This design comes from an exercise in tuning for small area and a short achievable clock period on the open sky130 flow, not from production work.
At most, simulation tests tie the RTL to the original design; equivalence was not proved.

## arith_encoder
module arith_encoder #(
  parameter int SYMBOL_WIDTH = 4
) (
  input  logic                    general_clk,
  input  logic                    reset,
  input  logic                    in_valid,
  input  logic [15:0]             fl,
  input  logic [15:0]             fh,
  input  logic [SYMBOL_WIDTH-1:0] symbol,
  input  logic [SYMBOL_WIDTH:0]   nsyms,
  input  logic                    bool_mode,
  output logic                    out_valid,
  output logic [15:0]             range_out,
  output logic [23:0]             low_out,
  output logic [4:0]              cnt_out,
  output logic [1:0]              bit_flag,
  output logic [15:0]             out_bit_1,
  output logic [15:0]             out_bit_2
);
  logic        p_x, p_en, p_z;
  logic [10:0] p_m2;
  logic [5:0]  p_k;
  logic [9:0]  p_n;
  logic [4:0]  p_o2;
  logic [15:0] add_next;
  logic [3:0]  d_q;
  pipeline_control u_control (
    .general_clk (general_clk),
    .reset       (reset),
    .in_valid    (in_valid),
    .out_valid   (out_valid)
  );
  probability_stage u_stage_1 (
    .general_clk (general_clk),
    .reset       (reset),
    .in_valid    (in_valid),
    .fl          (fl),
    .fh          (fh),
    .symbol      (symbol),
    .nsyms       (nsyms),
    .bool_mode   (bool_mode),
    .p_x         (p_x),
    .p_en        (p_en),
    .p_z         (p_z),
    .p_m2        (p_m2),
    .p_k         (p_k),
    .p_n         (p_n),
    .p_o2        (p_o2)
  );
  interval_update u_stage_2 (
    .general_clk (general_clk),
    .reset       (reset),
    .p_x         (p_x),
    .p_en        (p_en),
    .p_z         (p_z),
    .p_m2        (p_m2),
    .p_k         (p_k),
    .p_n         (p_n),
    .p_o2        (p_o2),
    .range_q     (range_out),
  ...
export LEC_CHECK = 0
export ABC_AREA = 1
export CAP_MARGIN = 20
export CORE_MARGIN = 2
export CORE_UTILIZATION = 40
export SETUP_SLACK_MARGIN = 2.5
export SLEW_MARGIN = 20
create_clock -name core_clock -period 9.0 [get_ports {general_clk}]
standard.sh (not shown) runs the stock make flow with config.mk's settings and CLKGATE_MAP_FILE= SYNTH_SCRIPT=/design/flow/synth_recipe.tcl, a recipe that flattens the netlist after the stock synthesis.
==> flow/flow/run.sh <==
#!/bin/bash
# The standard layout with three changes: synthesis skips the quick ABC pass
# inside Yosys's synth (the final ABC mapping still runs), adders use Yosys's
# Sklansky carry network instead of Kogge-Stone, and the ports get the
# smallest buffer instead of the delay buffer that buffer_ports picks by
# default. All output goes to run_standard.log in this folder; ORFS keeps its
# own logs under orfs/logs.
set -euo pipefail
export SYNTH_ARGS="-noabc"
export SYNTH_OPERATIONS_ARGS="-extra-map +/choices/sklansky.v"
export BUFFER_PORTS_ARGS="-buffer_cell sky130_fd_sc_hd__buf_1"
bash standard.sh > run_standard.log 2>&1
Next try:
Settings changed: SETUP_SLACK_MARGIN 2.5 to 2.0.
The changed run went through all stages and came out clean.
Routed wire length drops by 1.1%.
Register-to-register slack got worse by 0.37 ns.
Flip-flop and latch count is unchanged.
Setup slack is worse by 0.37 ns.
Count of clock-buffer cells in the layout is unchanged.
Maximum frequency went down by 5.7%.
Function was not checked in any run of this note: the RTL went through the layout flow alone.

========
Setup of v14:
Another version of the RTL of arith_encoder (not shown whole).
For scale: ~84 flip-flops, about 130 I/O pins, about 13,000 sq um of cells after synthesis.
Settings: LEC_CHECK=0, ABC_AREA=1, CAP_MARGIN=20, CORE_MARGIN=2, CORE_UTILIZATION=40, SETUP_SLACK_MARGIN=2.0, SLEW_MARGIN=20; clock period 9.0 ns.
run.sh (not shown) runs the stock make flow with config.mk's settings and CLKGATE_MAP_FILE= SYNTH_SCRIPT=/design/flow/synth_recipe.tcl, a recipe that flattens the netlist after the stock synthesis.
Stock flow here: none of the scripts above is used.
Modified inputs, v2 compared to v14
-- flow/config.mk --
<<< v14, line 12
export SETUP_SLACK_MARGIN = 2.0
>>> v2, line 12
export SETUP_SLACK_MARGIN = 3.0
Findings:
- Compared to v14, v2 shows a wider setup margin.
- Diff v14 -> v2: area used by sequential logic in the layout increased 1.3%, post-route clock period utilization decreased 5.5 points, count of multi-input gates essentially unchanged.
For v53, these inputs were changed with respect to v2:
-- flow/config.mk --
<<< v2, line 12
export SETUP_SLACK_MARGIN = 3.0
>>> v53, line 12
Across both runs, via count of the first global-routing pass was lower for v53 than for v2. v53 ended with every stage complete and zero timing, DRC or antenna violations. From v2 to v53 the numbers moved as follows: post-route met1 wirelength fell 270 um; met3 track demand over resource about even; worst relative slew slack fell 14 points. The higher global-route wire length before repair came out of v2.
## Diff of input files: v12 against v53
==> flow/flow/run.sh (new file) <==
#!/bin/bash
# The standard layout, with the smallest buffer on the ports instead of the
# delay buffer that buffer_ports picks by default. All output goes to
# run_standard.log in this folder; ORFS keeps its own logs under orfs/logs.
set -euo pipefail
export BUFFER_PORTS_ARGS="-buffer_cell sky130_fd_sc_hd__buf_1"
bash standard.sh > run_standard.log 2>&1
==> flow/standard.sh (new file) <==
#!/bin/bash
# synth_recipe.tcl (not shown) runs the flow's synth.tcl, then flattens the netlist and writes it again
# the make line also repeats each setting of config.mk as NAME=value (left out here)
make -C /OpenROAD-flow-scripts/flow DESIGN_CONFIG=/design/flow/config.mk WORK_HOME=/design/flow/orfs CLKGATE_MAP_FILE= SYNTH_SCRIPT=/design/flow/synth_recipe.tcl "${@:-finish}"
-- flow/config.mk --
<<< v53, line 12
>>> v12, line 12
export SETUP_SLACK_MARGIN = 2.0
removed: flow/run.sh
Results
- Summary of the comparison: estimated wirelength of the detail-placed design is lower in v12, relative to v53.
- v12 vs v53: via count of the first global-routing pass up slightly
- Lower worst setup slack after layout goes to v53 over v12.

========
old:
Another version of the RTL of arith_encoder (not shown whole).
Size: about 1700 cells after synthesis, roughly 84 flip-flops, ~12000 µm² of cells after synthesis.
clock: 9.0 ns
lec_check: 0
abc_area: 1
cap_margin: 20
core_margin: 2
core_utilization: 40
setup_slack_margin: 2.5
slew_margin: 20
standard.sh (not shown) runs the stock make flow with config.mk's settings and CLKGATE_MAP_FILE= SYNTH_SCRIPT=/design/flow/synth_recipe.tcl, a recipe that flattens the netlist after the stock synthesis.
==> flow/flow/run.sh <==
#!/bin/bash
# The standard layout with three changes: synthesis skips the quick ABC pass
# inside Yosys's synth (the final ABC mapping still runs), adders use Yosys's
# Sklansky carry network instead of Kogge-Stone, and the ports get the
# smallest buffer instead of the delay buffer that buffer_ports picks by
# default. All output goes to run_standard.log in this folder; ORFS keeps its
# own logs under orfs/logs.
set -euo pipefail
export SYNTH_ARGS="-noabc"
export SYNTH_OPERATIONS_ARGS="-extra-map +/choices/sklansky.v"
export BUFFER_PORTS_ARGS="-buffer_cell sky130_fd_sc_hd__buf_1"
bash standard.sh > run_standard.log 2>&1
old went all the way through the flow, and no timing, DRC or antenna check failed.
For new, these inputs were changed with respect to old:
Settings: swapping 2.5 for 3.0 in SETUP_SLACK_MARGIN.
==> run notes <==
- Compared to old, new has average detailed-routed wire length per instance 0.44 µm higher.
- new has proportion of cell area occupied by registers below what old had.
- Between new and old, the critical path depth is higher for old.

========
Setup of run 1:
arith_encoder, a different RTL version from the one above (not shown whole).
Size in the first run: about 130 I/O pins, ~12000 um^2 of cells after synthesis.
Design arith_encoder, start of the top module:
module arith_encoder #(
  parameter int SYMBOL_WIDTH = 4
) (
  input  logic                    general_clk,
  input  logic                    reset,
  input  logic                    in_valid,
  input  logic [15:0]             fl,
  input  logic [15:0]             fh,
  input  logic [SYMBOL_WIDTH-1:0] symbol,
  input  logic [SYMBOL_WIDTH:0]   nsyms,
  input  logic                    bool_mode,
  output logic                    out_valid,
  output logic [15:0]             range_out,
  output logic [23:0]             low_out,
  output logic [4:0]              cnt_out,
  output logic [1:0]              bit_flag,
  output logic [15:0]             out_bit_1,
  output logic [15:0]             out_bit_2
);
  logic        p_x, p_en, p_z;
  logic        p_s;
  logic [9:0]  p_m2n;
  logic [5:0]  p_k;
  logic [9:0]  p_nn;
  logic [4:0]  p_o2;
  logic [15:0] add_next;
  logic [3:0]  d_q;
  pipeline_control u_control (
    .general_clk (general_clk),
    .reset       (reset),
    .in_valid    (in_valid),
    .out_valid   (out_valid)
  );
  ...
==> flow/config.mk <==
export PLATFORM = sky130hd
export DESIGN_NAME = arith_encoder
export DESIGN_NICKNAME = arith_encoder
export VERILOG_FILES = /design/flow/design.v
export SDC_FILE = /design/flow/constraint.sdc
export NUM_CORES = 4
export LEC_CHECK = 0
export ABC_AREA = 1
export CAP_MARGIN = 20
export CORE_MARGIN = 2
export CORE_UTILIZATION = 55
export CTS_BUF_LIST = sky130_fd_sc_hd__clkbuf_8
export PLACE_DENSITY = 0.7
export SETUP_SLACK_MARGIN = 2.5
export SLEW_MARGIN = 20
==> flow/constraint.sdc <==
create_clock -name core_clock -period 9.0 [get_ports {general_clk}]
set_input_delay 1.8000 -clock core_clock [delete_from_list [all_inputs] [get_ports {general_clk}]]
set_output_delay 1.8000 -clock core_clock [all_outputs]
set_load 0.01 [all_outputs]
Scripts as last shown in full above: flow/flow/run.sh
Both conditions hold for run 1: the flow ran to the end and the final layout passed the timing, DRC and antenna checks.
Input changes introduced in run 2 (baseline for comparison: run 1):
Settings: CORE_UTILIZATION now 40, was 55; PLACE_DENSITY no longer set, was 0.7; SETUP_SLACK_MARGIN now 2.75, was 2.5.
--- outcome ---
Relative to run 1, the global routing met3 resource utilization of run 2 is lower by 1.1 points. Comparing run 1 and run 2, the lower worst-margin pin slew was measured on run 2. [compare] base=run 1 new=run 2: global-route wire length before repair higher, cell area after layout higher, met2 usage in global routing lower, share of layout cells above drive strength 1 higher. Run 2 has utilization below what run 1 had. Run 1 has a higher worst reg-to-reg path cell count than run 2. Wire length: run 2 worse than run 1.
For run 3, these inputs were changed with respect to run 2:
Settings: changing SETUP_SLACK_MARGIN from 2.75 to 2.8.
Portion of the layout cell area used by non-clock buffers: run 3 vs run 2 up 0.23 points
Worst hold slack sits higher in run 3 than in run 2.
Transition time of the tightest slew-check pin: run 2 vs run 3, no meaningful difference
Reported for run 2 and run 3, number of clock buffers inserted by TritonCTS turned out identical to the last digit.
Looking only at post-route met1 wirelength, and setting everything else aside, the lower value of run 2 and run 3 goes to run 2.
Between run 2 and run 3, the difference in fmax is negligible.
> inputs changed (run 3 -> run 4)
Settings: swapping 2.8 for 3.25 in SETUP_SLACK_MARGIN.
- Clock period minus worst slack: run 4 < run 3
- Going from run 3 to run 4, number of nets in the finished design grew by about 1.5%; met2 usage saw an increase.

========
Setup of v50:
arith_encoder, a different RTL version from the one above (not shown whole).
Size in the first run: ~1700 cells after synthesis, about 84 flip-flops, about 130 I/O pins, ~12000 um2 of cells after synthesis.
Settings: LEC_CHECK=0, ABC_AREA=1, CAP_MARGIN=20, CORE_MARGIN=2, CORE_UTILIZATION=40, CTS_BUF_LIST=sky130_fd_sc_hd__clkbuf_8, SETUP_SLACK_MARGIN=2.9, SLEW_MARGIN=20; clock period 9.0 ns.
Scripts as last shown in full above: flow/flow/run.sh
No stage failed in v50, and the final checks on the layout all came back clean.
diff inputs: v50 => v55
-- flow/config.mk --
<<< v50, line 12
export CTS_BUF_LIST = sky130_fd_sc_hd__clkbuf_8
export SETUP_SLACK_MARGIN = 2.9
export SLEW_MARGIN = 20
>>> v55, line 12
export CTS_BUF_LIST = sky130_fd_sc_hd__clkbuf_8
export SETUP_SLACK_MARGIN = 3.2
export SLEW_MARGIN = 20
### Flow results
Changes observed in v55 relative to v50: fraction of area in registers now smaller, tap cell instance count comparable, area overhead of the layout relative to synthesis now larger, final-layout clock buffer total comparable.
Setup changes, v55 to v24
-- flow/config.mk --
<<< v55, line 12
export CTS_BUF_LIST = sky130_fd_sc_hd__clkbuf_8
export SETUP_SLACK_MARGIN = 3.2
export SLEW_MARGIN = 20
>>> v24, line 12
export CTS_BUF_LIST = sky130_fd_sc_hd__clkbuf_8
export SETUP_SLACK_MARGIN = 3.0
export SLEW_MARGIN = 20
export TNS_END_PERCENT = 30
## What came out
Setup TNS after final layout came out exactly the same in v24 and v55. Relative to v55, area used by sequential logic in the layout has decreased by about 0.43% in v24. Relative to v55, wire length decreased by 1.9% in v24. Worst endpoint data arrival time delta for v24 relative to v55: 0.11 ns higher. Looking only at final period utilization, and setting everything else aside, the higher value of v24 and v55 goes to v24. v24 ended with more worst slew margin relative to its limit than v55. Filler cell count in the final layout of v24 exceeds that of v55 slightly. The higher via count came out of v55.
Setup changes, v24 to v6
-- flow/config.mk --
<<< v24, line 12
export CTS_BUF_LIST = sky130_fd_sc_hd__clkbuf_8
export SETUP_SLACK_MARGIN = 3.0
export SLEW_MARGIN = 20
export TNS_END_PERCENT = 30
>>> v6, line 12
export CTS_BUF_LIST = sky130_fd_sc_hd__clkbuf_8
export SETUP_SLACK_MARGIN = 2.8
export SLEW_MARGIN = 20
[summary]
v6 | stages: all done | timing, DRC, antenna: all pass. Share of the core filled with cells in v6 vs v24: down 0.88 points. In terms of headroom to the max-slew limit, v6 and v24 differ only marginally. Changes observed in v6 relative to v24: area share of buffers outside the clock network shows a reduction of 0.86 points; final worst hold slack saw a decrease; post-layout instance area moved down. On via count, v6 tracks v24 almost exactly. v6 vs. v24: sequential share of layout area has increased, combined buffer and inverter count along the critical path has decreased.
#### Input delta (v43 over v6)
-- flow/config.mk --
<<< v6, line 12
export CTS_BUF_LIST = sky130_fd_sc_hd__clkbuf_8
export SETUP_SLACK_MARGIN = 2.8
export SLEW_MARGIN = 20
>>> v43, line 12
export CTS_BUF_LIST = sky130_fd_sc_hd__clkbuf_8
export SETUP_SLACK_MARGIN = 3.1
export SLEW_MARGIN = 20
Results
v43 ends up with higher non-clock buffer count than v6 does.
Diff v6 -> v43 | number of nets in the layout | increase of about 1.2%
The higher finished layout cell area of v6 and v43 is in v43.
Relative to v6, the buffer share of cell area of v43 is higher by 1.3 points.
Wire length of the first global-routing pass was lower in v6 than in v43.
Against v6, final critical delay including setup and external delays in v43 came out better.
The fmax in v43 sits about 2.5% above the value recorded for v6.
Compared to v6, the router laid down more metal wire for v43.
Of v6 and v43, the run reporting the lower setup slack was v6.

========
job 6107:
arith_encoder, a different RTL version from the one above (not shown whole).
For scale: roughly 2500 cells after synthesis, ~100 flip-flops, roughly 130 I/O pins, ~14000 µm² of cells after synthesis.
// arith_encoder
module arith_encoder #(
  parameter int SYMBOL_WIDTH = 4
) (
  input  logic                    general_clk,
  input  logic                    reset,
  input  logic                    in_valid,
  input  logic [15:0]             fl,
  input  logic [15:0]             fh,
  input  logic [SYMBOL_WIDTH-1:0] symbol,
  input  logic [SYMBOL_WIDTH:0]   nsyms,
  input  logic                    bool_mode,
  output logic                    out_valid,
  output logic [15:0]             range_out,
  output logic [23:0]             low_out,
  output logic [4:0]              cnt_out,
  output logic [1:0]              bit_flag,
  output logic [15:0]             out_bit_1,
  output logic [15:0]             out_bit_2
);
  logic              vin;
  logic [9:0]        fl6, fh6;
  logic              first, sel_a, sel_c, sel_q;
  logic [5:0]        kd;        
  logic [4:0]        kdiff;     
  logic              kpos;
  logic [9:0]        m_p, m_q;
  logic              i_x, i_en, i_z;
  logic [10:0]       i_m2;
  logic [5:0]        i_k;
  logic [9:0]        i_n;
  logic [4:0]        i_o2;
  assign vin   = in_valid & ~reset;
  assign fl6   = fl[15:6];
  assign fh6   = fh[15:6];
  assign first = (fl == 16'h8000);
  assign sel_a = vin & bool_mode & symbol[0];
  assign sel_c = vin & ~bool_mode & ~first;
  assign sel_q = vin & ~(bool_mode & symbol[0]);    
  assign kd    = {1'b0, nsyms} - {2'b00, symbol};
  assign kpos  = ~kd[5] & (kd[4:0] != 5'd0);
  assign kdiff = kd[5] ? 5'd0 : kd[4:0];
  assign m_p  = sel_a ? fh6 : (sel_c ? fl6 : 10'd0);
  assign m_q  = sel_q ? fh6 : 10'd0;
  assign i_m2 = {1'b0, m_p} - {1'b0, m_q};
  assign i_x  = ~sel_a & ~sel_c;
  assign i_z  = ~sel_a & ~sel_c;
  assign i_en = sel_q & fh6[0] & ~(sel_c & fl6[0]);
  assign i_n  = sel_c ? fl6 : fh6;
  assign i_o2 = sel_c ? kdiff : 5'd1;
  always_comb begin
  ...
clock: 9.0 ns
lec_check: 0
abc_area: 1
abc_clock_period_in_ps: 6000
cap_margin: 20
core_margin: 2
core_utilization: 40
slew_margin: 20
run.sh (not shown) runs the stock make flow with config.mk's settings and CLKGATE_MAP_FILE= SYNTH_SCRIPT=/design/flow/synth_recipe.tcl, a recipe that flattens the netlist after the stock synthesis.
Stock flow here: none of the scripts above is used.
The flow did not stop early for job 6107: all stages ran, and the layout cleared the timing, DRC and antenna checks.
Setup changes, job 6107 to job 4427
Settings: ABC_AREA removed (was 1); ABC_CLOCK_PERIOD_IN_PS removed (was 6000).
Notes after the runs:
Job 4427 completed every stage of the flow, and the final layout passed the timing, DRC and antenna checks.
Cell type of the slowest stage on the worst timing path: sky130_fd_sc_hd__nor2_2 -> job 6107, sky130_fd_sc_hd__a311oi_1 -> job 4427
Job 4427 vs job 6107: wire length the detailed router placed on met1 up in job 4427
Looking at combinational family with the most area after synthesis, the simple AND/OR/NAND/NOR gates result is from job 6107; the compound AO/OA/AOI/OAI gates one comes from job 4427.
In job 4427, synthesized area is higher than in job 6107.
Job 4427 ends up with higher core area than job 6107 does.
Job 4427 reports its end of the critical path as out_bit_1[4] while job 6107 reports range_q[9].
For job 4427, the origin of the worst setup path was add_q[0], unlike job 6107, where it was range_q[14].
For the pin count of the biggest net entering global routing, job 4427 came in 2 higher than job 6107 did.
The inputs of job 6698 differ from those of job 4427 as listed below.
Settings: ABC_CLOCK_PERIOD_IN_PS: unset -> 4500; ABC_AREA: unset -> 1.
Results
No stage failed in job 6698, and the final checks on the layout all came back clean.
Job 6698 — standard cell core area 1200 µm² lower, job 4427 as reference
Compared with job 4427, in job 6698 final-layout fill cell count now larger, area share of xor/xnor cells in the synthesized design now smaller.
Job 4427 → job 6698: worst setup slack after layout moved up, number of design rule violations left after detail routing now sits at about the same level, maximum clock frequency picked up an extra 14 MHz.
The lower synthesized cell count of job 4427 and job 6698 is in job 4427.
Lower post-layout instance area among job 4427 and job 6698: job 6698
Function was not checked in any run of this note: the RTL went through the layout flow alone.

==> static timing again, ports no longer ideal <==
How much do the figures lean on ideal ports? The routed layouts below were timed once more, with nothing changed but the port constraints.
Step 1, drivers: a clkbuf_16 drives general_clk and a buf_2 each remaining input, both assumed.
Step 2, shift: input delay + t, output delay - t, t = (earliest + latest rising clock arrival at the registers) / 2. This alone moves slack from input paths to output paths.
Three values: ideal, step 1, step 2; two values: the first two.
run	t (ns)	slack for setup (ns)	hold WS [ns]	worst slew at a driven data input, ns	cell pins on the clock port's net
the first run of note 1	0.386	2.880 / 2.880 / 2.662	0.478 / 0.478 / 0.478	0.04	1
the second run of note 1	0.385	2.510 / 2.510 / 2.510	0.479 / 0.479 / 0.479	0.04	1
v14	0.400	2.567 / 2.567 / 2.355	0.485 / 0.485 / 0.485	0.05	1
v2	0.403	3.064 / 3.064 / 3.064	0.488 / 0.488 / 0.488	0.06	1
v53	0.399	1.965 / 1.965 / 1.965	0.482 / 0.482 / 0.482	0.05	1
v12	0.397	2.495 / 2.495 / 2.495	0.507 / 0.507 / 0.507	0.05	1
old	0.390	2.835 / 2.835 / 2.636	0.455 / 0.455 / 0.455	0.05	1
new	0.397	2.988 / 2.988 / 2.988	0.492 / 0.492 / 0.492	0.04	1
run 1	0.427	2.831 / 2.831 / 2.632	0.425 / 0.425 / 0.425	0.03	1
run 2	0.419	3.054 / 3.054 / 2.821	0.458 / 0.458 / 0.458	0.04	1
run 3	0.417	3.068 / 3.068 / 3.016	0.474 / 0.474 / 0.474	0.04	1
run 4	0.425	3.080 / 3.080 / 2.901	0.503 / 0.503 / 0.503	0.04	1
v50	0.424	3.158 / 3.158 / 3.076	0.445 / 0.445 / 0.445	0.04	1
v55	0.423	3.300 / 3.300 / 3.267	0.448 / 0.448 / 0.448	0.04	1
v24	0.424	3.189 / 3.189 / 3.100	0.456 / 0.456 / 0.456	0.04	1
v6	0.425	3.130 / 3.130 / 2.847	0.447 / 0.447 / 0.447	0.04	1
v43	0.422	3.272 / 3.272 / 3.061	0.450 / 0.450 / 0.450	0.04	1
job 6107	0.407	2.537 / 2.537 / 2.537	0.515 / 0.515 / 0.515	0.04	1
job 4427	0.413	1.905 / 1.855 / 2.019	0.470 / 0.470 / 0.470	0.05	1
job 6698	0.407	2.537 / 2.537 / 2.537	0.515 / 0.515 / 0.515	0.04	1
After both steps setup and hold are still met in every run listed. For v6, which loses most, drivers alone change the setup slack by 0.000 ns; drivers and shift together by -0.283 ns.
